From an optimization exercise on the open Yosys and OpenROAD flow, aimed at small area; shortcuts taken in it are not production practice. At most, simulation tests tie the RTL to the original design; equivalence was not proved. For runs 4 to 7, only the layout was checked, not whether the RTL still works. Power and IR drop assume default switching activity.

<file path="flow/flow/run.sh">
#!/bin/bash
set -euo pipefail
export BUFFER_PORTS_ARGS="-buffer_cell sky130_fd_sc_hd__buf_1"
export CTS_ARGS="-sink_clustering_enable -repair_clock_nets -dont_use_dummy_load -sink_clustering_size 11 -sink_clustering_max_diameter 40 -buf_list sky130_fd_sc_hd__clkbuf_4 -root_buf sky130_fd_sc_hd__clkbuf_16"
bash standard.sh > flow.log 2>&1
</file>
<file path="flow/standard.sh">
#!/bin/bash
# synth_recipe.tcl (not shown) runs the flow's synth.tcl, then flattens the netlist and writes it again
# the make line also repeats each setting of config.mk as NAME=value (left out here)
make -C /OpenROAD-flow-scripts/flow DESIGN_CONFIG=/design/flow/config.mk WORK_HOME=/design/flow/orfs CLKGATE_MAP_FILE= SYNTH_SCRIPT=/design/flow/synth_recipe.tcl "${@:-finish}"
</file>
<file path="flow/config.mk">
export PLATFORM = sky130hd
export DESIGN_NAME = commit_trace_capture
export DESIGN_NICKNAME = commit_trace_capture
export VERILOG_FILES = /design/flow/design.v
export SDC_FILE = /design/flow/constraint.sdc
export NUM_CORES = 4
export LEC_CHECK = 0
export CAP_MARGIN = 10
export CORE_MARGIN = 2
export CORE_UTILIZATION = 50
export PLACE_DENSITY = 0.6
export SLEW_MARGIN = 10
export SYNTH_HIERARCHICAL = 1
</file>
<file path="flow/constraint.sdc">
create_clock -name core_clock -period 5.0 [get_ports {clk}]
set_input_delay 1.0000 -clock core_clock [delete_from_list [all_inputs] [get_ports {clk}]]
set_output_delay 1.0000 -clock core_clock [all_outputs]
set_load 0.01 [all_outputs]
</file>
<file path="flow/design.v">
module commit_trace_capture #(
    parameter int DEPTH       = 16,
    parameter int MAX_RECORDS = 3000,
    parameter int DROP_W      = 16
) (
    input  logic                   clk,
    input  logic                   reset,
    input  logic                   capture_en,
    input  logic                   commit_valid,
    input  logic [31:0]            commit_pc,
    input  logic [31:0]            commit_instr,
    input  logic                   rf_we,
    input  logic [4:0]             rf_waddr,
    input  logic [31:0]            rf_wdata,
    output logic                   out_valid,
    input  logic                   out_ready,
    output logic [31:0]            out_data,
    output logic                   overflow,
    output logic [DROP_W-1:0]      drop_count,
    output logic                   done
);
    localparam int NS    = DEPTH + 1;           
    localparam int NW    = $clog2(NS + 1);
    localparam int RW   = 102;
    localparam int R_PC = 70;
    localparam int R_IN = 38;
    localparam int R_WE = 37;
    localparam int R_WA = 32;
    localparam int R_WD = 0;
    logic [RW-1:0]     slot_q [0:NS-1];
    logic [NS-1:0]     inv_q;         
    logic [NW-1:0]     n_q;           
    logic              busy_q;        
    logic [1:0]        word_q;        
    logic              out_valid_q;
    logic              overflow_q;
    logic [DROP_W-1:0] drop_count_q;
    logic              done_q;
    localparam logic [11:0] ACC_LAST = 12'he99;
    logic [11:0]       accepted_q;
    logic empty, full, last_hs, pop, push_req, push, drop;
    logic [NW-1:0] widx;
    logic [NS-1:0] ld, sh, hd;
    logic [RW-1:0] new_rec;
    assign empty    = (n_q == NW'(busy_q));
    assign full     = (n_q == NW'(NS));
    assign last_hs  = out_valid_q & out_ready & (word_q == 2'd3);
    assign pop      = !empty & (!busy_q | last_hs);
    assign push_req = commit_valid & capture_en & !done_q;
    assign push     = push_req & (!full | pop);
    assign drop     = push_req & !push;
    assign widx = n_q - NW'(last_hs);
    assign new_rec = {commit_pc, commit_instr, rf_we, rf_waddr, rf_wdata};
    always_comb begin
        for (int i = 0; i < NS; i++) begin
            ld[i] = push & (widx == NW'(i));
            sh[i] = last_hs & !ld[i];
            hd[i] = !last_hs & !ld[i];
        end
        sh[NS-1] = 1'b0;
        hd[NS-1] = !ld[NS-1];
    end
    logic [RW-1:0] slot_d [0:NS-1];
    for (genvar i = 0; i < NS - 1; i++) begin : g_slot
        ctc_aoi222 #(.W(RW)) u_next (
            .h(hd[i]), .a(slot_q[i]),
            .s(sh[i]), .b(slot_q[i+1]),
            .l(ld[i]), .c(new_rec),
            .y(slot_d[i]));
    end
    ctc_aoi22 #(.W(RW)) u_next_top (
        .h(hd[NS-1]), .a(slot_q[NS-1]),
        .l(ld[NS-1]), .c(new_rec),
        .y(slot_d[NS-1]));
    always_ff @(posedge clk) begin
        for (int i = 0; i < NS - 1; i++) begin
            slot_q[i] <= slot_d[i];
            inv_q[i]  <= ~((hd[i] & inv_q[i]) | (sh[i] & inv_q[i+1]));
        end
        slot_q[NS-1] <= slot_d[NS-1];
        inv_q[NS-1]  <= ~(hd[NS-1] & inv_q[NS-1]);
    end
    always_ff @(posedge clk or negedge reset) begin
        if (!reset) begin
            n_q          <= '0;
            busy_q       <= 1'b0;
            word_q       <= 2'd0;
            out_valid_q  <= 1'b0;
            overflow_q   <= 1'b0;
            drop_count_q <= '0;
            done_q       <= 1'b0;
            accepted_q   <= '0;
        end else begin
            n_q <= n_q + NW'(push) - NW'(last_hs);
            if (!busy_q) begin
                busy_q <= pop;
            end else if (!out_valid_q) begin
                out_valid_q <= 1'b1;
            end else if (out_ready) begin
                word_q <= word_q + 2'd1;
                if (word_q == 2'd3 && !pop) begin
                    busy_q      <= 1'b0;
                    out_valid_q <= 1'b0;
                end
            end
            if (push) accepted_q <= {accepted_q[10:0],
                                     ~(accepted_q[11] ^ accepted_q[5] ^ accepted_q[3] ^ accepted_q[0])};
            if (push && (accepted_q == ACC_LAST)) done_q <= 1'b1;
            if (drop) overflow_q <= 1'b1;
            if (drop && (drop_count_q != '1)) drop_count_q <= drop_count_q + DROP_W'(1);
        end
    end
    logic [RW-1:0] s0;
    logic          p0, we0, sel0, sel1, sel2, sel3;
    logic [31:0]   w2;
    assign s0   = slot_q[0];
    assign p0   = inv_q[0];
    assign we0  = s0[R_WE] ^ p0;
    assign sel0 = out_valid_q & (word_q == 2'd0);
    assign sel1 = out_valid_q & (word_q == 2'd1);
    assign sel2 = out_valid_q & (word_q == 2'd2);
    assign sel3 = out_valid_q & (word_q == 2'd3) & we0;
    assign w2   = {s0[R_WE], 26'b0, s0[R_WA +: 5]};
    always_comb begin
        for (int b = 0; b < 32; b++) begin
            if (b < 5 || b == 31) begin
                out_data[b] = ((sel0 & s0[R_PC + b]) | (sel1 & s0[R_IN + b]) |
                               (sel2 & w2[b]) | (sel3 & s0[R_WD + b])) ^
                              ((sel0 | sel1 | sel2 | sel3) & p0);
            end else begin
                out_data[b] = ((sel0 & s0[R_PC + b]) | (sel1 & s0[R_IN + b]) |
                               (sel3 & s0[R_WD + b])) ^
                              ((sel0 | sel1 | sel3) & p0);
            end
        end
    end
    assign out_valid  = out_valid_q;
    assign overflow   = overflow_q;
    assign drop_count = drop_count_q;
    assign done       = done_q;
endmodule
module ctc_aoi222 #(
    parameter int W = 1
) (
    input  logic         h, s, l,
    input  logic [W-1:0] a, b, c,
    output logic [W-1:0] y
);
    assign y = ~(({W{h}} & a) | ({W{s}} & b) | ({W{l}} & c));
endmodule
module ctc_aoi22 #(
    parameter int W = 1
) (
    input  logic         h, l,
    input  logic [W-1:0] a, c,
    output logic [W-1:0] y
);
    assign y = ~(({W{h}} & a) | ({W{l}} & c));
endmodule
</file>
==> flow_summary.ini, run 1 <==
[layout]
fin_cells = 5944
nets = 4446
drive_gt1_frac = 0.0912
area_delta_synth_final_pct = 1.76
fillers = 10800

[global_routing]
grt-ovfl-total = 0
grt.total_usage = 0.262
grt_start_max_net_pins = 104
grt_pass1_wl_mm = 259
antenna_found_initial = 5
grt_pass1_vias = 43800

[setup_path]
cp-end-kind = output pin
slowest_stage = o311a_2
path_max_fanout = 27
max_stage_delay_ns = 0.75
worstPathArrival_ns = 3.65
crit_required_ns = 4.00
cpLargestDelayFamily = compound AO/OA/AOI/OAI gates
crit_chain = inv_1, ha_1, o311a_2, a31o_2, xnor2_1, buf_1
crit_type = reg2out
start_kind = register
critical_path_buf_inv_count = 2

[timing]
fmaxAchievable_ghz = 0.215
tightest_slew_ns = 1.32
rsz0062_at_grt = false
finalHoldViolCount = 0
slew_viol_final = 0
setup_violations = 0
fin_crit_sh = 0.929
post-route-min-period_ns = 4.65
tns_ns = 0
clock-skew-final_ns = 0.103
max_slew_margin = 0.118

[clock_network]
cts_max_level = 4
path_clk_slew_ns = 0.11
cts_tree = yes
root_buffer = clkbuf_16
clkSinkCount = 1790
cts.repair.resized = 0
clk_path_buf_depth = 3
cts_buffers = 206
postCtsSetupRepairBufs = 0
clk_latency_ns = 0.84

[yosys]
yosys.cell_count.top_type = dfxtp_1
synth_cell_types = 49
synth.largest_area_cell = dfxtp_1
synthTopCellsByCount = dfxtp_1 (1751), a222oi_1 (1664), buf_6 (299)
yosysSeqAreaShare = 0.600
synthFlopType = dfxtp_1
synth_top_cell_area_share = 0.583
syn-cell-area_um2 = 60100
synth_area_per_cell_um2 = 13.6
ys_warn_count = 10
synth_top_cells_by_area = dfxtp_1 (58%), a222oi_1 (28%), buf_6 (5.6%), dfrtp_1 (1.6%), buf_2 (1.3%)
asyncSetResetFlopFracSynth = 0.0218
synthCells = 4428
synth_seq_cells = 1790
synth-edff-count = 0
synth_nets = 4551

[power_and_ir_drop]
p_comb_frac = 0.328
clockPowerShare = 0.129
sw_frac_of_total = 0.336
p_int_mw = 32.5
seqPwrFrac = 0.543
power.density_nw_per_um2 = 801
cellLeakagePower_nw = 21.0
vdd_drop_max_uv = 483
power_switching_mw = 16.4

[floorplanning]
fp.coreArea_um2 = 119000
chipHeight_um = 351
die_w_um = 351
ioPinCount = 158
dieArea_um2 = 123000
rows = 127
start_util = 0.503

[place]
gp_congestion = 0.872
placed_cells = 5722
hpwl_mm = 101
port_buffers = 157

[drt]
wl_mm = 169
routed-via-count = 45800
routedWlPerCell_um = 28.4
drc_errors = 0
drtPass1Iterations = 17
viasPerCell = 7.70
drt.antenna.violating_nets = 0
first_iter_violations = 11100

[outcome]
outcome = no timing/DRC/antenna violations

[min_path]
hp-class = reg2reg

[run]
maxCapViolCount = 0
flip-flops by register name, indices dropped and copies added (netlist names):
register and count:
overflow_q 1, done_q 1, n_q 5, accepted_q 12
word_q 2, out_valid_q 1, busy_q 1, drop_count_q 16
inv_q 17, slot_q 1734
cell type report:
class	count	area (um2)	share of cell area
Sequential cell	1790	36000	0.589
Multi-Input combinational cell	2040	19700	0.323
Tap cell	1612	2020	0.0330
Timing Repair Buffer	264	1690	0.0277
Clock buffer	206	1560	0.0256
Inverter	21	81.3	0.00133
Antenna cell	11	27.5	0.000450
worst paths after layout:
check                              from  slack [ns]  depth (start not counted)              end
max                           word_q[0]        0.35                          6      out_data[4]
min                        slot_q[8][0]        0.36                          1     slot_q[7][0]
max reg2reg                   word_q[0]        0.37                         12    slot_q[5][47]
min reg2reg                slot_q[8][0]        0.36                          1     slot_q[7][0]
max in group asynchronous         reset        3.93                          3  drop_count_q[2]
min in group asynchronous         reset        0.56                          2   accepted_q[10]
metrics by stage:
step	power, mW	cell area (um2)	setup slack, ns	hold slack [ns]	utilization
global placement	42.0	59500	-0.225	0.365	0.498
finish	49.0	61100	0.353	0.365	0.512
global route	51.8	61100	0.0365	0.371	0.512
detailed placement	42.5	59500	-0.423	0.373	0.498
floorplan	38.5	60100	1.03	0.358	-
CTS	48.7	61000	0.309	0.322	0.511
per-layer routing:
metal,up-vias,part of all wire,GRT usage,routed length (um)
met2,2086,0.45,0.409,75700
li1,19800,-,-,-
met5,-,0,0,0
met3,283,0.091,0.0528,15300
met4,0,0.021,0.0774,3570
met1,23600,0.44,0.368,74100
timing repair:
item | CTS | global route
endpoints found under the setup margin | 0 | 7
hold endpoints to repair | 0 | 5
hold buffers | 0 | 1
power by group through the flow:
| stage | Sequential (mW) | Combinational, mW | Clock, mW |
|---|---|---|---|
| after floorplan | 25.2 | 13.4 | 0 |
| after global placement | 26.7 | 15.3 | 0 |
| after detailed placement | 26.8 | 15.7 | 0 |
| after CTS | 26.5 | 15.8 | 6.52 |
| after global routing | 27.4 | 17.3 | 7.07 |
| final | 26.6 | 16.1 | 6.31 |
worst register-to-register path: cells and delay by family (launching register included):
kind / cells / cell delay (ns)
AND/OR/NAND/NOR: 3 / 0.98
XOR/XNOR: 1 / 0.34
adder cells (fa/ha/maj): 3 / 0.72
buffers and inverters: 3 / 1.14
AO/OA/AOI/OAI: 2 / 0.89
flip-flops: 1 / 0.44
kinds of logic (layout without fill, tap and decap cells):
kind of cell    after synthesis  in the layout  share of synthesized area
xor+xnor                     58             58                    0.00846
buf+inv                     599            491                     0.0781
compound gates             1798           1798                      0.294
flops                      1790           1790                      0.600
other cells                   0             11                          0
fa+ha+maj                    16             16                    0.00346
simple gates                151            152                     0.0132
mux                          16             16                    0.00298
cells in the final DEF, fill, tap and decap left out, types with 19 or more instances in the layout:
master,n
a222oi_1,1664
a22oi_1,102
buf_1,156
buf_12,22
buf_4,83
clkbuf_4,205
dfrtp_1,39
dfxtp_1,1751
inv_1,19
nand2_1,43
nor2_4,32
xnor2_1,45
==> run 2: changes to the inputs <==
--- a/flow/config.mk
+++ b/flow/config.mk
@@ -7,7 +7,7 @@
 export LEC_CHECK = 0
 export CAP_MARGIN = 10
 export CORE_MARGIN = 2
-export CORE_UTILIZATION = 50
-export PLACE_DENSITY = 0.6
+export CORE_UTILIZATION = 60
+export PLACE_DENSITY = 0.7
 export SLEW_MARGIN = 10
 export SYNTH_HIERARCHICAL = 1
==> run 2 against run 1 <==
Clock power decreased by 3.6%. Still clean on timing, DRC and antenna. Synthesized area unchanged. Highest routed layer unchanged. Largest cell class unchanged. Setup slack got worse by 0.14 ns. Sequential power about the same. Critical endpoint is now out_data[6]. Count of clock-buffer cells in the layout decreased by 10. Register-to-register slack improved by 0.08 ns. Critical path type unchanged. Maximum frequency decreased by 2.9%. Sequential share of layout area increased by 0.60 points.
==> flow_summary.ini, run 2 <==
[outcome]
outcome = no timing/DRC/antenna violations

[global_routing]
grt_pass1_vias = 44200
antenna_found_initial = 1
grt_pass1_wl_mm = 251
grt.total_usage = 0.299
grt-ovfl-total = 0
grt_start_max_net_pins = 104

[floorplanning]
dieArea_um2 = 103000
start_util = 0.603
chipHeight_um = 320
die_w_um = 320
ioPinCount = 158
fp.coreArea_um2 = 99700
rows = 116

[setup_path]
crit_required_ns = 4.00
start_kind = register
cp-end-kind = output pin
crit_type = reg2out
crit_path_start = word_q[0]
r2r_start = word_q[0]
path_max_fanout = 26
worstPathArrival_ns = 3.78

[yosys]
asyncSetResetFlopFracSynth = 0.0218
synthFlopType = dfxtp_1
synth_nets = 4551
synth.largest_area_cell = dfxtp_1
synth_cell_types = 49
yosys.cell_count.top_type = dfxtp_1
synthCells = 4428
synth_seq_cells = 1790
synth_area_per_cell_um2 = 13.6
yosysSeqAreaShare = 0.600
ys_warn_count = 10
synth_top_cells_by_area = dfxtp_1 (58%), a222oi_1 (28%), buf_6 (5.6%), dfrtp_1 (1.6%), buf_2 (1.3%)
synthTopCellsByCount = dfxtp_1 (1751), a222oi_1 (1664), buf_6 (299)
synth-edff-count = 0
syn-cell-area_um2 = 60100
synth_top_cell_area_share = 0.583

[timing]
finalHoldViolCount = 0
slew_viol_final = 0
tns_ns = 0
fin_crit_sh = 0.957
clock-skew-final_ns = 0.111
hold_ws_ns = 0.269
setup_violations = 0
tightest_slew_ns = 1.36
rsz0062_at_grt = false
max_slew_margin = 0.0927
fmaxAchievable_ghz = 0.209
post-route-min-period_ns = 4.78

[clock_network]
cts_max_level = 4
clk_path_buf_depth = 3
cts_buffers = 196
path_clk_slew_ns = 0.11
cts_tree = yes
clkSinkCount = 1790
root_buffer = clkbuf_16
postCtsSetupRepairBufs = 0
clk_latency_ns = 0.80

[power_and_ir_drop]
p_int_mw = 32.4
p_comb_frac = 0.326
power_switching_mw = 16.0
seqPwrFrac = 0.549
vdd_drop_max_uv = 457
clockPowerShare = 0.126
power.density_nw_per_um2 = 801
sw_frac_of_total = 0.331
cellLeakagePower_nw = 20.9

[layout]
layout_common_cells = dfxtp_1 (1751), a222oi_1 (1664), clkbuf_4 (195), buf_1 (156), a22oi_1 (102)
nets = 4431
drive_gt1_frac = 0.0882
layout_commonest_cell = dfxtp_1
regMostFlops = slot_q
area_delta_synth_final_pct = 0.739
largestRegisters = slot_q (1734), inv_q (17), drop_count_q (16)
largest_reg_flops = 1734

[min_path]
hp-class = in2async

[place]
gp_congestion = 0.860
hpwl_mm = 95.7
port_buffers = 157

[drt]
drtPass1Iterations = 16
viasPerCell = 8.15
drt.antenna.violating_nets = 0
first_iter_violations = 11100
wl_mm = 160
drc_errors = 0
routedWlPerCell_um = 28.5
routed-via-count = 45700

[run]
maxCapViolCount = 0
run 2: critical path, stage by stage (launching register included):
cell and delay [ns]:
dfrtp_1 0.42, inv_1 0.08, ha_1 0.30, and2_1 0.57, a222oi_1 1.22, xnor2_1 0.20
buf_1 0.17
run 2: final cells by class:
| class | count | area [um2] |
|---|---|---|
| Tap cell | 1298 | 1620 |
| Multi-Input combinational cell | 2040 | 19700 |
| Clock buffer | 196 | 1490 |
| Sequential cell | 1790 | 36000 |
| Antenna cell | 1 | 2.50 |
| Fill cell | 8095 | 39200 |
| Timing Repair Buffer | 259 | 1570 |
| Inverter | 21 | 81.3 |
run 2: per-stage QoR:
step | instance area (um2) | power (mW) | utilization | setup slack [ns] | cells
after global routing | 60500 | 51.1 | 0.607 | 0.0513 | 5604
after detailed placement | 58900 | 42.2 | 0.591 | 0.0175 | 5402
after CTS | 60400 | 48.1 | 0.606 | 0.262 | 5598
after global placement | 58900 | 41.5 | 0.591 | 0.102 | 5402
final | 60500 | 48.5 | 0.607 | 0.216 | 5605
after floorplan | 60100 | 38.5 | - | 1.03 | 4428
run 2: worst paths after layout:
path / to / slack [ns] / depth (start not counted)
max in group asynchronous: drop_count_q[5] / 4.27 / 2
setup / recovery: out_data[6] / 0.22 / 6
hold reg to reg: slot_q[3][3] / 0.39 / 1
hold / removal: out_valid_q / 0.27 / 2
setup reg to reg: slot_q[6][28] / 0.45 / 12
min in group core_clock: slot_q[3][3] / 0.39 / 1
run 2: routing by layer:
metal	vias to the layer above	share of wire	GRT usage
met5	-	0	0
met4	0	0.023	0.0923
met3	286	0.098	0.0577
met2	2343	0.46	0.482
met1	23300	0.42	0.407
li1	19700	-	-
run 2: kinds of logic after synthesis:
| group | count (synthesis) | share of synthesized area |
|---|---|---|
| AO/OA/AOI/OAI | 1798 | 0.294 |
| XOR/XNOR | 58 | 0.00846 |
| adder cells (fa/ha/maj) | 16 | 0.00346 |
| buffers and inverters | 599 | 0.0781 |
| flip-flops | 1790 | 0.600 |
| multiplexers | 16 | 0.00298 |
| AND/OR/NAND/NOR | 151 | 0.0132 |
run 2: timing repair:
item                       4_1_cts  5_1_grt
gates resized for setup          0        0
hold buffers                     0        0
setup endpoints to repair        0        1
run 2: power groups by stage:
stage          sequential [mW]  combinational (mW)  clock (mW)
2_1_floorplan             25.2                13.4           0
5_1_grt                   27.3                16.9        6.82
3_3_place_gp              26.6                14.9           0
3_5_place_dp              26.7                15.5           0
4_1_cts                   26.4                15.5        6.25
6_report                  26.6                15.8        6.08
==> run 3: changes to the inputs <==
--- a/flow/config.mk
+++ b/flow/config.mk
@@ -7,7 +7,7 @@
 export LEC_CHECK = 0
 export CAP_MARGIN = 10
 export CORE_MARGIN = 2
-export CORE_UTILIZATION = 60
-export PLACE_DENSITY = 0.7
+export CORE_UTILIZATION = 68
+export PLACE_DENSITY = 0.78
 export SLEW_MARGIN = 10
 export SYNTH_HIERARCHICAL = 1
==> run 3 against run 2 <==
Still clean on timing, DRC and antenna. Maximum frequency grew 2.1%. Cell area shrank 0.39%. Die area shrank 12%. Via count grew 0.54%. Global-route usage grew 3.5 points. Sequential share of layout area grew 0.23 points. Register-to-register slack lost 0.14 ns. Synthesized area is the same. First-iteration DRC count grew 13%. Setup slack gained 0.098 ns. Critical endpoint is now slot_q[10][29]. Largest power group unchanged.
==> flow_summary.ini, run 3 <==
[outcome]
outcome = no timing/DRC/antenna violations

[setup_path]
crit_type = reg2reg
start_kind = register
slowest_stage = nor2_4
crit_path_start = word_q[1]
path_common_cell = ha_1
path_max_fanout = 63
crit_required_ns = 5.55
cp-end-kind = register
crit_chain = ha_1, nand3_2, inv_2, ha_1, ha_1, o21ai_0, xnor2_2, nor4b_4, nor2_4, buf_4, a222oi_1
worstPathArrival_ns = 5.24
r2r_start = word_q[1]
max_stage_delay_ns = 0.90
reg2reg_depth = 11

[floorplanning]
start_util = 0.683
chipHeight_um = 301
dieArea_um2 = 90700
ioPinCount = 158
rows = 109
fp.coreArea_um2 = 88000
die_w_um = 301

[yosys]
yosys.cell_count.top_type = dfxtp_1
synthFlopType = dfxtp_1
synthCells = 4428
synth_nets = 4551
ys_warn_count = 10
synth-edff-count = 0
synth_area_per_cell_um2 = 13.6
synthTopCellsByCount = dfxtp_1 (1751), a222oi_1 (1664), buf_6 (299)
yosysSeqAreaShare = 0.600
synth_seq_cells = 1790
synth_top_cell_area_share = 0.583
synth_cell_types = 49
synth.largest_area_cell = dfxtp_1
syn-cell-area_um2 = 60100
asyncSetResetFlopFracSynth = 0.0218
synth_top_cells_by_area = dfxtp_1 (58%), a222oi_1 (28%), buf_6 (5.6%), dfrtp_1 (1.6%), buf_2 (1.3%)

[place]
gp_congestion = 0.912
hpwl_mm = 93.6
port_buffers = 157

[global_routing]
grt.total_usage = 0.333
grt_pass1_vias = 44500
grt_pass1_wl_mm = 247
antenna_found_initial = 6
grt_start_max_net_pins = 104
grt-ovfl-total = 0

[layout]
final_util = 0.685
regMostFlops = slot_q
layout_common_cells = dfxtp_1 (1751), a222oi_1 (1664), clkbuf_4 (193), buf_1 (155), a22oi_1 (102)
nets = 4414
drive_gt1_frac = 0.0849
largestRegisters = slot_q (1734), inv_q (17), drop_count_q (16)
area_delta_synth_final_pct = 0.346
largest_reg_flops = 1734
layout_commonest_cell = dfxtp_1

[power_and_ir_drop]
p_comb_frac = 0.326
power.density_nw_per_um2 = 804
p_total_mw = 48.5
power_switching_mw = 16.1
cellLeakagePower_nw = 20.8
clockPowerShare = 0.125
seqPwrFrac = 0.550
vdd_drop_max_uv = 676
sw_frac_of_total = 0.332
p_int_mw = 32.4

[drt]
routedWlPerCell_um = 28.7
drc_errors = 0
drtPass1Iterations = 17
routed-via-count = 46000
wl_mm = 157
viasPerCell = 8.40
first_iter_violations = 12500
drt.antenna.violating_nets = 0

[clock_network]
postCtsSetupRepairBufs = 0
path_clk_slew_ns = 0.11
cts_buffers = 194
cts_tree = yes
root_buffer = clkbuf_16
cts_max_level = 4
cts_hold_buffers = 0
clkSinkCount = 1790
clk_path_buf_depth = 3
cts.repair.resized = 0
clk_latency_ns = 0.84

[min_path]
hp-class = in2async

[timing]
fmaxAchievable_ghz = 0.213
max_slew_margin = 0.0572
clock-skew-final_ns = 0.120
rsz0062_at_grt = false
finalHoldViolCount = 0
slew_viol_final = 0
post-route-min-period_ns = 4.69
tns_ns = 0
setup_violations = 0
fin_crit_sh = 0.937
tightest_slew_ns = 1.41

[run]
maxCapViolCount = 0
[run 3: cell types whose count changed in the layout (fill, tap and decap cells not counted), sizes merged]
cell | before | now
buf | 258 | 243
diode | 1 | 14
clkbuf | 197 | 196
nor2 | 44 | 43
[run 3: kinds of logic after synthesis]
logic type	Yosys count	synth area share
muxes	16	0.00298
and+or+nand+nor	151	0.0132
xor gates and xnor gates	58	0.00846
buffers and inverters	599	0.0781
AOI/OAI and AO/OA	1798	0.294
DFF	1790	0.600
adders and majority gates	16	0.00346
[run 3: critical path: cells and delay by family, from the launching register on]
family / cells / cell delay (ns)
buffers and inverters: 2 / 0.82
adders and majority gates: 3 / 0.76
and+or+nand+nor: 3 / 1.15
xor gates and xnor gates: 1 / 0.85
AOI/OAI and AO/OA: 2 / 0.37
DFF: 1 / 0.41
[run 3: per-stage QoR]
stage | cell area, um2 | worst slack (ns) | cells | hold WS, ns
after global routing | 60300 | 0.127 | 5462 | 0.367
after CTS | 60200 | 0.401 | 5454 | 0.363
after floorplan | 60100 | 1.03 | 4428 | 0.358
after detailed placement | 58800 | -0.0170 | 5260 | 0.369
after global placement | 58800 | 0.118 | 5260 | 0.366
final | 60300 | 0.314 | 5468 | 0.349
[run 3: final timing paths]
check	end	slack (ns)
min	drop_count_q[9]	0.35
max reg2reg	slot_q[10][29]	0.31
min reg2reg	slot_q[14][100]	0.35
max	slot_q[10][29]	0.31
min in group core_clock	slot_q[14][100]	0.35
max in group asynchronous	accepted_q[7]	3.97
[run 3: metal layers]
metal | track usage | wire length, um | vias up
li1 | - | - | 19700
met1 | 0.446 | 62300 | 23200
met2 | 0.531 | 72500 | 2779
met3 | 0.0671 | 17000 | 339
met4 | 0.135 | 4950 | 2
met5 | 0 | 13 | -
[run 3: power by group through the flow]
stage | combinational, mW | clock, mW | sequential [mW]
final | 15.8 | 6.04 | 26.7
after global placement | 14.8 | 0 | 26.5
after CTS | 15.5 | 6.12 | 26.4
after global routing | 16.9 | 6.72 | 27.4
after floorplan | 13.4 | 0 | 25.2
after detailed placement | 15.5 | 0 | 26.8
[run 3: cell type report]
cell class / count / area [um2]
Inverter: 21 / 81.3
Multi-Input combinational cell: 2039 / 19700
Fill cell: 6521 / 27700
Timing Repair Buffer: 245 / 1490
Tap cell: 1165 / 1460
Antenna cell: 14 / 35.0
Clock buffer: 194 / 1470
Sequential cell: 1790 / 36000
==> run 4: changes to the inputs <==
--- a/flow/design.v
+++ b/flow/design.v
@@ -21,6 +21,7 @@
 );
     localparam int NS    = DEPTH + 1;           
     localparam int NW    = $clog2(NS + 1);
+    localparam int CNT_W = $clog2(MAX_RECORDS + 1);
     localparam int RW   = 102;
     localparam int R_PC = 70;
     localparam int R_IN = 38;
@@ -36,8 +37,7 @@
     logic              overflow_q;
     logic [DROP_W-1:0] drop_count_q;
     logic              done_q;
-    localparam logic [11:0] ACC_LAST = 12'he99;
-    logic [11:0]       accepted_q;
+    logic [CNT_W-1:0]  accepted_q;
     logic empty, full, last_hs, pop, push_req, push, drop;
     logic [NW-1:0] widx;
     logic [NS-1:0] ld, sh, hd;
@@ -103,9 +103,8 @@
                     out_valid_q <= 1'b0;
                 end
             end
-            if (push) accepted_q <= {accepted_q[10:0],
-                                     ~(accepted_q[11] ^ accepted_q[5] ^ accepted_q[3] ^ accepted_q[0])};
-            if (push && (accepted_q == ACC_LAST)) done_q <= 1'b1;
+            if (push) accepted_q <= accepted_q + CNT_W'(1);
+            if (push && (accepted_q == CNT_W'(MAX_RECORDS - 1))) done_q <= 1'b1;
             if (drop) overflow_q <= 1'b1;
             if (drop && (drop_count_q != '1)) drop_count_q <= drop_count_q + DROP_W'(1);
         end
==> flow/run.sh (new file) <==
#!/bin/bash
# synth_recipe.tcl (not shown) runs the flow's synth.tcl, then flattens the netlist and writes it again
# the make line also repeats each setting of config.mk as NAME=value (left out here)
make -C /OpenROAD-flow-scripts/flow DESIGN_CONFIG=/design/flow/config.mk WORK_HOME=/design/flow/orfs CLKGATE_MAP_FILE= SYNTH_SCRIPT=/design/flow/synth_recipe.tcl finish
==> flow/config.mk (replaced) <==
export PLATFORM = sky130hd
export DESIGN_NAME = commit_trace_capture
export DESIGN_NICKNAME = commit_trace_capture
export VERILOG_FILES = /design/flow/design.v
export SDC_FILE = /design/flow/constraint.sdc
export NUM_CORES = 4
export LEC_CHECK = 0
export CAP_MARGIN = 20
export CORE_MARGIN = 2
export CORE_UTILIZATION = 50
export PLACE_DENSITY = 0.6
export SLEW_MARGIN = 20
export SYNTH_HIERARCHICAL = 1
removed: flow/flow/run.sh
removed: flow/standard.sh
==> run 4 against run 3 <==
Largest power group unchanged. Total power is 17% higher. Die area is 36% higher. Still clean. Critical path type is now reg2out. Combinational power up 8%.
==> flow_summary.ini, run 4 <==
[clock_network]
cts_buffers = 177
clkSinkCount = 1790
root_buffer = clkbuf_16
cts.repair.resized = 0
clk_latency_ns = 0.77
cts_max_level = 4
path_clk_slew_ns = 0.06
postCtsSetupRepairBufs = 0
clk_path_buf_depth = 3
cts_hold_buffers = 0
cts_tree = yes

[timing]
fin_crit_sh = 0.971
setup_violations = 0
slew_viol_final = 0
rsz0062_at_grt = false
post-route-min-period_ns = 4.86
clock-skew-final_ns = 0.0203
finalHoldViolCount = 0
tns_ns = 0
max_slew_margin = 0.281
fmaxAchievable_ghz = 0.206
tightest_slew_ns = 1.08

[yosys]
asyncSetResetFlopFracSynth = 0.0218
synth_area_per_cell_um2 = 13.5
synth_fa_ha_area_frac = 0.00365
yosys.area_share.xor_xnor = 0.00959
synth_nets = 4587
ys_warn_count = 10
yosys.area_share.simple = 0.0146
synth-edff-count = 0
synth_cell_types = 51
synth_compound_area_frac = 0.296
syn-cell-area_um2 = 60300
synth_seq_cells = 1790
yosys.cell_count.top_type = dfxtp_1
synthFlopType = dfxtp_1
synth.largest_area_cell = dfxtp_1
synthCells = 4463
synth_top_cell_area_share = 0.581
synthTopCellsByCount = dfxtp_1 (1751), a222oi_1 (1664), buf_6 (298)
yosysSeqAreaShare = 0.598
synth_top_cells_by_area = dfxtp_1 (58%), a222oi_1 (28%), buf_6 (5.6%), dfrtp_1 (1.6%), buf_2 (1.4%)
synth_top_family_by_area = compound AO/OA/AOI/OAI gates
synthMuxAreaShare = 0.000560

[layout]
nets = 4437
layout_commonest_cell = dfxtp_1
final_cell_area_um2 = 66700
largest_reg_flops = 1734
fin_cells = 6060
drive_gt1_frac = 0.0962
n_antenna_cell = 0
fillers = 10000
final_util = 0.557
largestRegisters = slot_q (1734), inv_q (17), drop_count_q (16)
area_delta_synth_final_pct = 10.6
regMostFlops = slot_q
layout_common_cells = dfxtp_1 (1751), a222oi_1 (1664), clkbuf_16 (184), clkdlybuf4s50_1 (156), a22oi_1 (102)

[drt]
routedWlPerCell_um = 28.3
wl_mm = 171
first_iter_violations = 11000
drt.antenna.violating_nets = 0
routed-via-count = 45800
viasPerCell = 7.56
drc_errors = 0
drtPass1Iterations = 13

[power_and_ir_drop]
cellLeakagePower_nw = 23.5
power.density_nw_per_um2 = 851
p_total_mw = 56.7
vdd_drop_max_uv = 503

[setup_path]
start_kind = register
cp-end-kind = output pin
crit_path_start = word_q[0]
crit_chain = inv_1, ha_1, and2_1, buf_4, a222oi_1, xnor2_1, clkdlybuf4s50_1
worstPathArrival_ns = 3.86
r2r_start = out_valid_q
max_stage_delay_ns = 0.68
crit_required_ns = 4.00
crit_type = reg2out
path_max_fanout = 26
slowest_stage = xnor2_1

[place]
placed_cells = 5746
hpwl_mm = 99.3
placed_area_um2 = 60900
gp_congestion = 0.869
port_buffers = 157

[global_routing]
grt-busiest-layer = met2
grt-ovfl-total = 0
grt_util_met1 = 0.377
antenna_found_initial = 2
use_met3 = 0.0394
grt_pass1_wl_mm = 264
grt_pass1_vias = 44200
grt.total_usage = 0.267
grt.met2_usage = 0.425
grt_start_max_net_pins = 103

[outcome]
outcome = no timing/DRC/antenna violations

[min_path]
hp-class = in2async

[floorplanning]
dieArea_um2 = 123000
rows = 127
die_w_um = 351
fp.coreArea_um2 = 120000
chipHeight_um = 351
ioPinCount = 158
start_util = 0.503

[run]
maxCapViolCount = 0
run 4: cell count changes in the layout (fill, tap and decap cells not counted), sizes merged, moves of 16 or more:
cell	change
a21oi	+25
clkinv	+24
nor2	-26
buf	-146
clkdlybuf4s50	+156
clkbuf	+85
a21o	-16
run 4: cell families (layout without fill, tap and decap cells):
kind of cell | count (synthesis) | count (layout)
multiplexers | 3 | 3
XOR/XNOR | 66 | 66
buffers and inverters | 604 | 589
adder cells (fa/ha/maj) | 17 | 17
flip-flops | 1790 | 1790
AO/OA/AOI/OAI | 1832 | 1832
AND/OR/NAND/NOR | 151 | 151
run 4: critical path: cells and delay by family, from the launching register on:
kind	cells	cell delay [ns]
simple gates	1	0.20
fa+ha+maj	1	0.51
flops	1	0.42
compound gates	1	0.18
xor+xnor	1	0.68
buf+inv	3	1.08
run 4: worst paths after layout:
path	cells after the start	slack [ns]	end
max	7	0.14	out_data[28]
min	1	0.36	drop_count_q[15]
max reg2reg	10	0.75	slot_q[2][48]
min reg2reg	1	0.44	slot_q[15][100]
max in group asynchronous	1	4.08	accepted_q[1]
min in group core_clock	1	0.44	slot_q[15][100]
run 4: layout make-up:
type | instances | area [um2] | area share
sequential | 1790 | 36000 | 0.540
multi-input combinational | 2069 | 20000 | 0.301
clock buffer | 281 | 5410 | 0.0811
timing repair buffer | 253 | 2680 | 0.0402
tap | 1612 | 2020 | 0.0302
clock inverter | 33 | 408 | 0.00612
inverter | 22 | 82.6 | 0.00124
run 4: layer usage:
layer	part of all wire	vias to the layer above
met5	0.000041	-
met4	0.020	2
met3	0.082	233
met2	0.45	2015
met1	0.45	23600
li1	-	19900
run 4: power breakdown:
| part | switching (mW) | internal (mW) | total [mW] |
|---|---|---|---|
| logic | 7.87 | 9.08 | 17.0 |
| registers | 4.44 | 22.2 | 26.7 |
| clock network | 5.47 | 7.67 | 13.1 |
| total | 17.8 | 39.0 | 56.7 |
run 4: metrics by stage:
| stage | hold slack [ns] | worst slack [ns] |
|---|---|---|
| after floorplan | 0.419 | 1.26 |
| after global placement | 0.427 | -0.0537 |
| after detailed placement | 0.431 | 0.0953 |
| after CTS | 0.355 | 0.0294 |
| after global routing | 0.416 | 0.00326 |
| final | 0.365 | 0.145 |
==> run 5: changes to the inputs <==
==> flow/config.mk (replaced) <==
export PLATFORM = sky130hd
export DESIGN_NAME = commit_trace_capture
export DESIGN_NICKNAME = commit_trace_capture
export VERILOG_FILES = /design/flow/design.v
export SDC_FILE = /design/flow/constraint.sdc
export NUM_CORES = 4
export LEC_CHECK = 0
export CAP_MARGIN = 0
export CORE_MARGIN = 2
export CORE_UTILIZATION = 65
export CTS_BUF_LIST = sky130_fd_sc_hd__clkbuf_4
export PLACE_DENSITY = 0.75
export SLEW_MARGIN = 0
export SYNTH_HIERARCHICAL = 1
==> run 5 against run 4 <==
Still clean. Cell count grew 0.53%. Utilization grew 16 points. Clock skew grew 0.080 ns. Hold slack lost 0.0041 ns. Die area shrank 23%. Synthesized cell count is the same. Clock power shrank 15%. Sequential power is essentially flat. Critical path type unchanged. Critical endpoint is now out_data[0].
==> flow_summary.ini, run 5 <==
[timing]
slew_viol_final = 0
clock-skew-final_ns = 0.100
finalHoldViolCount = 0
tightest_slew_ns = 1.44
fin_crit_sh = 0.982
finalWorstSetupSlack_ns = 0.0904
post-route-min-period_ns = 4.91
setup_violations = 0
max_slew_margin = 0.0371
fmaxAchievable_ghz = 0.204

[global_routing]
grt-ovfl-total = 0
grt.total_usage = 0.331
grt_pass1_wl_mm = 258
antenna_found_initial = 4
grt_pass1_vias = 47800
grt_start_max_net_pins = 103

[floorplanning]
die_w_um = 309
start_util = 0.657
dieArea_um2 = 95200
ioPinCount = 158
fp.coreArea_um2 = 91800
chipHeight_um = 309
rows = 111

[layout]
area_delta_synth_final_pct = 8.72
largestRegisters = slot_q (1734), inv_q (17), drop_count_q (16)
layout_common_cells = dfxtp_1 (1751), a222oi_1 (1664), clkbuf_4 (612), clkdlybuf4s50_1 (151), a22oi_1 (102)
final_cell_area_um2 = 65600
drive_gt1_frac = 0.169
largest_reg_flops = 1734
regMostFlops = slot_q
nets = 4702
layout_commonest_cell = dfxtp_1

[drt]
drc_errors = 0
first_iter_violations = 12600
routed-via-count = 48200
drt.antenna.violating_nets = 0
viasPerCell = 7.91
wl_mm = 164
routedWlPerCell_um = 26.9
drtPass1Iterations = 19

[yosys]
synth_area_per_cell_um2 = 13.5
asyncSetResetFlopFracSynth = 0.0218
yosys.cell_count.top_type = dfxtp_1
synthFlopType = dfxtp_1
synth_seq_cells = 1790
yosysSeqAreaShare = 0.598
synth_nets = 4587
synthCells = 4463
synth-edff-count = 0
ys_warn_count = 10
synth.largest_area_cell = dfxtp_1
synth_top_cells_by_area = dfxtp_1 (58%), a222oi_1 (28%), buf_6 (5.6%), dfrtp_1 (1.6%), buf_2 (1.4%)
synthTopCellsByCount = dfxtp_1 (1751), a222oi_1 (1664), buf_6 (298)
synth_cell_types = 51
synth_top_cell_area_share = 0.581
syn-cell-area_um2 = 60300

[clock_network]
clk_latency_ns = 1.29
path_clk_slew_ns = 0.07
clk_path_buf_depth = 4
cts_max_level = 5
root_buffer = clkbuf_4
cts_tree = yes
cts_buffers = 433
clkSinkCount = 1790

[power_and_ir_drop]
cellLeakagePower_nw = 23.7
power.density_nw_per_um2 = 839
vdd_drop_max_uv = 500

[setup_path]
reg2reg_depth = 12
worstPathArrival_ns = 3.91
crit_required_ns = 4.00
start_kind = register
path_max_fanout = 27
cp-end-kind = output pin
crit_type = reg2out

[place]
gp_congestion = 0.889
pre_cts_ws_ns = 0.337
hpwl_mm = 94.0
port_buffers = 157
placed_area_um2 = 60300

[run]
maxCapViolCount = 0

[min_path]
hp-class = reg2reg
whs_path_depth = 1

[outcome]
outcome = no timing/DRC/antenna violations
## run 5: timing repair
| action | CTS | global route |
|---|---|---|
| hold endpoints to repair | 39 | 0 |
| hold buffers | 1 | 0 |
| resized for setup | 17 | 13 |
| setup endpoints to repair | 20 | 18 |
| buffers inserted | 0 | 3 |
| pin swaps | 2 | 6 |
## run 5: metrics by stage
step	TNS, ns	total power [mW]	cells	hold slack, ns	util
2_1_floorplan	0	38.5	4463	0.419	-
3_3_place_gp	0	42.4	5382	0.426	0.657
3_5_place_dp	0	43.2	5382	0.431	0.657
4_1_cts	0	54.5	6081	0.365	0.713
5_1_grt	-0.105	57.8	6091	0.396	0.714
6_report	0	55.0	6092	0.361	0.714
## run 5: worst paths after layout
check,endpoint,slack (ns),startpoint
worst max register to register,slot_q[3][69],0.99,word_q[0]
max in group asynchronous,out_valid_q,3.82,reset
worst max-delay path,out_data[0],0.09,word_q[0]
worst min-delay path,slot_q[14][25],0.36,slot_q[15][25]
worst min register to register,slot_q[14][25],0.36,slot_q[15][25]
min in group asynchronous,drop_count_q[10],0.47,reset
## run 5: cells by family after synthesis
family,synth area share
mux,0.000560
simple gates,0.0146
fa+ha+maj,0.00365
xor+xnor,0.00959
flops,0.598
buf+inv,0.0782
compound gates,0.296
## run 5: power breakdown
group / total (mW) / leakage [nW] / switching (mW) / internal (mW)
combinational: 17.2 / 5.39 / 7.97 / 9.23
clock: 11.1 / 2.99 / 5.39 / 5.71
sequential: 26.7 / 15.3 / 4.50 / 22.2
total: 55.0 / 23.7 / 17.9 / 37.1
## run 5: area by class of cell
class | instances | area [um2]
Sequential cell | 1790 | 36000
Clock buffer | 612 | 4590
Fill cell | 6648 | 26200
Inverter | 22 | 82.6
Multi-Input combinational cell | 2069 | 20200
Timing Repair Buffer | 262 | 2620
Clock inverter | 86 | 429
Antenna cell | 8 | 20.0
Tap cell | 1243 | 1560
## run 5: metal layers
layer	global-route usage	vias up	wire [um]	share of wire
met1	0.434	24400	66400	0.41
met2	0.530	2863	76100	0.46
li1	-	20600	-	-
met3	0.0728	298	17300	0.11
met5	0	-	7	0.000043
met4	0.141	2	4070	0.025
## run 5: worst max-delay path: stages, from the launching register on
cell and delay [ns]:
dfrtp_1 0.41, inv_1 0.09, ha_1 0.30, o311a_2 0.43, buf_6 0.23, a31o_4 0.33
xor2_4 0.29, clkdlybuf4s50_1 0.59
==> run 6: changes to the inputs <==
==> flow/flow/run.sh (new file) <==
#!/bin/bash
set -euo pipefail
export BUFFER_PORTS_ARGS="-buffer_cell sky130_fd_sc_hd__buf_1"
export CTS_ARGS="-sink_clustering_enable -repair_clock_nets -dont_use_dummy_load -sink_clustering_size 30 -sink_clustering_max_diameter 60"
bash standard.sh > flow.log 2>&1
==> flow/standard.sh (new file) <==
#!/bin/bash
# synth_recipe.tcl (not shown) runs the flow's synth.tcl, then flattens the netlist and writes it again
# the make line also repeats each setting of config.mk as NAME=value (left out here)
make -C /OpenROAD-flow-scripts/flow DESIGN_CONFIG=/design/flow/config.mk WORK_HOME=/design/flow/orfs CLKGATE_MAP_FILE= SYNTH_SCRIPT=/design/flow/synth_recipe.tcl "${@:-finish}"
==> flow/config.mk (replaced) <==
export PLATFORM = sky130hd
export DESIGN_NAME = commit_trace_capture
export DESIGN_NICKNAME = commit_trace_capture
export VERILOG_FILES = /design/flow/design.v
export SDC_FILE = /design/flow/constraint.sdc
export NUM_CORES = 4
export LEC_CHECK = 0
export CAP_MARGIN = 20
export CORE_MARGIN = 2
export CORE_UTILIZATION = 50
export PLACE_DENSITY = 0.6
export SLEW_MARGIN = 20
export SYNTH_HIERARCHICAL = 1
removed: flow/run.sh
==> run 6 against run 5 <==
Routed wire length up 6.3%. Combinational power decreased by 5%. Maximum frequency up 9.2%. Sequential share of layout area up 2.1 points.
==> flow_summary.ini, run 6 <==
[yosys]
yosys.cell_count.top_type = dfxtp_1
synthCells = 4463
synth_nets = 4587
synth_area_per_cell_um2 = 13.5
yosys.area_share.xor_xnor = 0.00959
synth-edff-count = 0
synth_fa_ha_area_frac = 0.00365
synth_top_cell_area_share = 0.581
synth_top_cells_by_area = dfxtp_1 (58%), a222oi_1 (28%), buf_6 (5.6%), dfrtp_1 (1.6%), buf_2 (1.4%)
synth_compound_area_frac = 0.296
synth_cell_types = 51
synthMuxAreaShare = 0.000560
synth_seq_cells = 1790
synth.largest_area_cell = dfxtp_1
synth_top_family_by_area = compound AO/OA/AOI/OAI gates
synthTopCellsByCount = dfxtp_1 (1751), a222oi_1 (1664), buf_6 (298)
synthFlopType = dfxtp_1
ys_warn_count = 10
syn-cell-area_um2 = 60300
yosysSeqAreaShare = 0.598
asyncSetResetFlopFracSynth = 0.0218
yosys.area_share.simple = 0.0146

[place]
gp_congestion = 0.855
port_buffers = 157
hpwl_mm = 103

[floorplanning]
die_w_um = 351
rows = 127
start_util = 0.503
ioPinCount = 158
dieArea_um2 = 123000
fp.coreArea_um2 = 120000
chipHeight_um = 351

[timing]
tns_ns = 0
finalHoldViolCount = 0
max_slew_margin = 0.235
tightest_slew_ns = 1.15
rsz0062_at_grt = false
post-route-min-period_ns = 4.49
setup_violations = 0
fin_crit_sh = 0.899
slew_viol_final = 0
clock-skew-final_ns = 0.0825
fmaxAchievable_ghz = 0.222

[clock_network]
postCtsSetupRepairBufs = 0
cts_max_level = 3
clkSinkCount = 1790
root_buffer = clkbuf_16
cts_buffers = 121
cts.repair.resized = 0
cts_hold_buffers = 0
cts_tree = yes
clk_latency_ns = 0.72
clk_path_buf_depth = 3
path_clk_slew_ns = 0.08

[min_path]
hp-class = in2async

[layout]
area_delta_synth_final_pct = 4.69
largest_reg_flops = 1734
regMostFlops = slot_q
final_util = 0.527
layout_commonest_cell = dfxtp_1
layout_common_cells = dfxtp_1 (1751), a222oi_1 (1664), buf_1 (156), clkbuf_16 (121), a22oi_1 (102)
nets = 4402
largestRegisters = slot_q (1734), inv_q (17), drop_count_q (16)
drive_gt1_frac = 0.0723

[drt]
wl_mm = 174
routed-via-count = 45600
viasPerCell = 7.74
first_iter_violations = 11500
drc_errors = 0
drtPass1Iterations = 22
drt.antenna.violating_nets = 0
routedWlPerCell_um = 29.6

[global_routing]
grt_pass1_vias = 43400
grt-ovfl-total = 0
antenna_found_initial = 3
grt_pass1_wl_mm = 267
grt.total_usage = 0.271
grt_start_max_net_pins = 103

[power_and_ir_drop]
cellLeakagePower_nw = 21.8
power.density_nw_per_um2 = 822
p_total_mw = 51.9
vdd_drop_max_uv = 446

[setup_path]
worstPathArrival_ns = 3.49
crit_chain = ha_1, nor2b_1, o311a_2, a31o_2, xor2_1, buf_1
start_kind = register
crit_required_ns = 4.00
crit_type = reg2out
slowest_stage = o311a_2
path_max_fanout = 27
cp-end-kind = output pin
max_stage_delay_ns = 0.77

[run]
maxCapViolCount = 0

[outcome]
outcome = no timing/DRC/antenna violations
[run 6: through the flow]
| stage | instance area, um2 | setup WS (ns) | std cells | hold slack [ns] |
|---|---|---|---|---|
| floorplan | 60300 | 1.26 | 4463 | 0.419 |
| global placement | 60000 | 0.539 | 5764 | 0.429 |
| detailed placement | 60000 | 0.531 | 5765 | 0.434 |
| CTS | 63100 | 0.514 | 5886 | 0.357 |
| global route | 63100 | 0.404 | 5888 | 0.373 |
| finish | 63100 | 0.505 | 5890 | 0.369 |
[run 6: metal layers]
layer,GRT usage,vias to the layer above,routed length [um]
li1,-,19700,-
met1,0.385,23600,76600
met2,0.431,2095,79000
met3,0.0447,206,15400
met4,0.0627,0,3320
met5,0,-,0
[run 6: where the power goes]
group	switching (mW)	total [mW]	internal (mW)	leakage (nW)
combinational	7.91	16.4	8.50	4.98
clock	4.56	8.80	4.24	1.49
sequential	4.47	26.7	22.2	15.3
total	16.9	51.9	34.9	21.8
[run 6: kinds of logic after synthesis]
kind of cell | after synthesis
buffers and inverters | 604
muxes | 3
AOI/OAI and AO/OA | 1832
adders and majority gates | 17
and+or+nand+nor | 151
xor gates and xnor gates | 66
DFF | 1790
[run 6: layout make-up]
type,instances,area [um2]
fillers,10500,56700
flip-flops and latches,1790,36000
multi-input cells,2069,20000
clock buffers,121,3030
well taps,1612,2020
repair buffers,274,1920
inverters,22,82.6
diodes,2,5.00
[run 6: worst max-delay path, delay by kind of cell, from the launching register on]
kind | cells | cell delay [ns]
AO/OA/AOI/OAI | 2 | 1.10
XOR/XNOR | 1 | 0.47
flip-flops | 1 | 0.43
adder cells (fa/ha/maj) | 1 | 0.39
buffers and inverters | 1 | 0.21
AND/OR/NAND/NOR | 1 | 0.18
[run 6: final timing paths]
kind                                      from         endpoint  slack [ns]  depth (start not counted)
max in group asynchronous                reset    accepted_q[1]        4.21                          2
worst min-delay path                     reset  drop_count_q[5]        0.37                          2
worst max register to register       word_q[0]    slot_q[1][58]        0.81                         12
min in group core_clock         slot_q[15][34]   slot_q[14][34]        0.39                          1
worst max-delay path                 word_q[0]      out_data[0]        0.51                          6
worst min register to register  slot_q[15][34]   slot_q[14][34]        0.39                          1
==> run 7: changes to the inputs <==
==> flow/flow/run.sh (replaced) <==
#!/bin/bash
set -euo pipefail
export BUFFER_PORTS_ARGS="-buffer_cell sky130_fd_sc_hd__buf_1"
export CTS_ARGS="-sink_clustering_enable -repair_clock_nets -dont_use_dummy_load -sink_clustering_size 20 -sink_clustering_max_diameter 50 -buf_list sky130_fd_sc_hd__clkbuf_8 -root_buf sky130_fd_sc_hd__clkbuf_16"
bash standard.sh > flow.log 2>&1
==> run 7 against run 6 <==
Still clean on timing, DRC and antenna. Combinational power barely moved. First-iteration DRC count is 1.0% higher. Die area stayed put. Clock skew rose by 0.0035 ns.
==> flow_summary.ini, run 7 <==
[yosys]
synth_top_cells_by_area = dfxtp_1 (58%), a222oi_1 (28%), buf_6 (5.6%), dfrtp_1 (1.6%), buf_2 (1.4%)
synthCells = 4463
synth_seq_cells = 1790
synthFlopType = dfxtp_1
synth_top_cell_area_share = 0.581
synthTopCellsByCount = dfxtp_1 (1751), a222oi_1 (1664), buf_6 (298)
synth_cell_types = 51
synth_area_per_cell_um2 = 13.5
synth_nets = 4587
ys_warn_count = 10
syn-cell-area_um2 = 60300
yosysSeqAreaShare = 0.598
yosys.cell_count.top_type = dfxtp_1
synth-edff-count = 0
asyncSetResetFlopFracSynth = 0.0218
synth.largest_area_cell = dfxtp_1

[clock_network]
clk_latency_ns = 0.74
cts_buffers = 143
postCtsSetupRepairBufs = 0
cts_tree = yes
cts_hold_buffers = 0
cts_max_level = 4
clkSinkCount = 1790
root_buffer = clkbuf_16
cts.repair.resized = 0
clk_path_buf_depth = 3
path_clk_slew_ns = 0.10

[setup_path]
cpLargestDelayFamily = compound AO/OA/AOI/OAI gates
r2r_start = word_q[0]
crit_chain = ha_1, nor2b_1, o311a_2, a31o_2, xor2_1, buf_1
cp-end-kind = output pin
cp.depth = 6
regToRegEndpoint = slot_q[1][62]
critical_path_buf_inv_count = 1
rrSetupSlack_ns = 0.82
crit_type = reg2out
crit_required_ns = 4.00
start_kind = register
path_max_fanout = 27
crit_path_start = word_q[0]
worstPathArrival_ns = 3.51
slowest_stage = o311a_2
max_stage_delay_ns = 0.76
reg2reg_depth = 12

[floorplanning]
ioPinCount = 158
chipHeight_um = 351
rows = 127
fp.coreArea_um2 = 120000
dieArea_um2 = 123000
die_w_um = 351
start_util = 0.503

[power_and_ir_drop]
p_int_mw = 33.3
clockPowerShare = 0.139
sw_frac_of_total = 0.335
p_comb_frac = 0.328
vdd_drop_max_uv = 453
cellLeakagePower_nw = 21.3
seqPwrFrac = 0.533
power_switching_mw = 16.8
p_total_mw = 50.0
power.density_nw_per_um2 = 805

[layout]
layout_common_cells = dfxtp_1 (1751), a222oi_1 (1664), buf_1 (156), clkbuf_8 (142), a22oi_1 (102)
regMostFlops = slot_q
largestRegisters = slot_q (1734), inv_q (17), drop_count_q (16)
fin_cells = 5916
largest_reg_flops = 1734
nets = 4424
layout_commonest_cell = dfxtp_1
area_delta_synth_final_pct = 2.96
drive_gt1_frac = 0.0770

[global_routing]
grt_pass1_vias = 43500
grt-ovfl-total = 0
grt.total_usage = 0.271
grt_start_max_net_pins = 103
grt_pass1_wl_mm = 267
antenna_found_initial = 5

[timing]
rsz0062_at_grt = false
fin_crit_sh = 0.903
fmaxAchievable_ghz = 0.222
max_slew_margin = 0.250
setup_violations = 0
post-route-min-period_ns = 4.51
finalHoldViolCount = 0
slew_viol_final = 0
clock-skew-final_ns = 0.0860
tns_ns = 0
tightest_slew_ns = 1.13

[place]
placed_cells = 5765
port_buffers = 157
hpwl_mm = 103
gp_congestion = 0.855

[drt]
first_iter_violations = 11600
wl_mm = 175
drt.antenna.violating_nets = 0
viasPerCell = 7.73
drtPass1Iterations = 13
routedWlPerCell_um = 29.5
drc_errors = 0
routed-via-count = 45700

[min_path]
min_from = slot_q[11][34]
hp-class = reg2reg
holdPathEnd = slot_q[10][34]
whs_path_depth = 1

[run]
maxCapViolCount = 0

[outcome]
outcome = no timing/DRC/antenna violations
-- run 7: cell counts after synthesis --
No cell type changed its count.
-- run 7: worst max path at each step --
stage	end	slack (ns)
after global placement	slot_q[2][9]	0.54
after global routing	out_data[19]	0.41
after CTS	out_data[3]	0.51
after detailed placement	slot_q[2][9]	0.53
final	out_data[0]	0.49
after floorplan	slot_q[3][21]	1.26
-- run 7: power groups by stage --
stage	Clock [mW]	Combinational [mW]	Sequential, mW
3_3_place_gp	0	15.6	26.7
5_1_grt	7.65	17.6	27.4
3_5_place_dp	0	16.1	26.8
2_1_floorplan	0	13.4	25.1
6_report	6.97	16.4	26.6
4_1_cts	7.14	16.1	26.5
-- run 7: cell type report --
cell class,count,area (um2)
fill,10700,57700
sequential,1790,36000
multi-input combinational,2069,20000
tap,1612,2020
clock buffer,143,1980
timing repair buffer,274,1920
inverter,22,82.6
antenna,6,15.0
-- run 7: routing by layer --
| metal | global-route usage | vias to the layer above | part of all wire |
|---|---|---|---|
| met5 | 0 | - | 0 |
| met4 | 0.0696 | 0 | 0.020 |
| met3 | 0.0460 | 236 | 0.088 |
| met2 | 0.428 | 2128 | 0.45 |
| met1 | 0.386 | 23700 | 0.44 |
| li1 | - | 19700 | - |
-- run 7: through the flow --
step / util / area [um2] / hold slack [ns] / setup WS (ns)
after global routing: 0.518 / 62100 / 0.387 / 0.408
final: 0.518 / 62100 / 0.369 / 0.486
after detailed placement: 0.501 / 60000 / 0.434 / 0.531
after floorplan: - / 60300 / 0.419 / 1.26
after CTS: 0.518 / 62000 / 0.348 / 0.512
after global placement: 0.501 / 60000 / 0.429 / 0.539
-- run 7: logic make-up after synthesis --
family | count (synthesis) | synth area share
XOR/XNOR | 66 | 0.00959
AO/OA/AOI/OAI | 1832 | 0.296
buffers and inverters | 604 | 0.0782
adder cells (fa/ha/maj) | 17 | 0.00365
flip-flops | 1790 | 0.598
multiplexers | 3 | 0.000560
AND/OR/NAND/NOR | 151 | 0.0146

-- port drivers added, routing unchanged --
The results above use ideal ports. As a check the final layouts listed here were re-extracted and re-timed, cells and wires unchanged. Step 1 sets driving cells, clkbuf_16 on the clock port and buf_2 on the other inputs (assumed; they add their load-dependent delay and slew). Step 2, shift: input delay + t, output delay - t, t = (earliest + latest rising clock arrival at the registers) / 2. This alone moves slack from input paths to output paths. a / b / c = ideal ports / drivers / drivers and shift; a / b = the first two.
run	shift t [ns]	setup WS [ns]	worst hold slack (ns)	worst register clock-pin slew, ns
run 1	0.875	0.353 / 0.276 / -0.296	0.365 / 0.365 / 0.365	0.12 / 0.12
run 2	0.837	0.216 / 0.138 / -0.021	0.269 / 0.217 / 0.387	0.12 / 0.12
run 3	0.830	0.314 / 0.313 / -0.082	0.349 / 0.301 / 0.351	0.12 / 0.12
run 4	0.838	0.145 / 0.068 / 0.023	0.365 / 0.312 / 0.442	0.06 / 0.06
run 5	1.291	0.090 / 0.027 / 0.207	0.361 / 0.361 / 0.361	0.08 / 0.08
run 6	0.770	0.505 / 0.428 / 0.519	0.369 / 0.314 / 0.395	0.10 / 0.10
run 7	0.772	0.486 / 0.412 / 0.523	0.369 / 0.331 / 0.369	0.12 / 0.12
Met with ideal ports but missed after step 2: setup timing in run 1, run 2 and run 3. The setup slack of run 1, which loses most, moves by -0.077 ns with the drivers and by -0.649 ns with both steps.
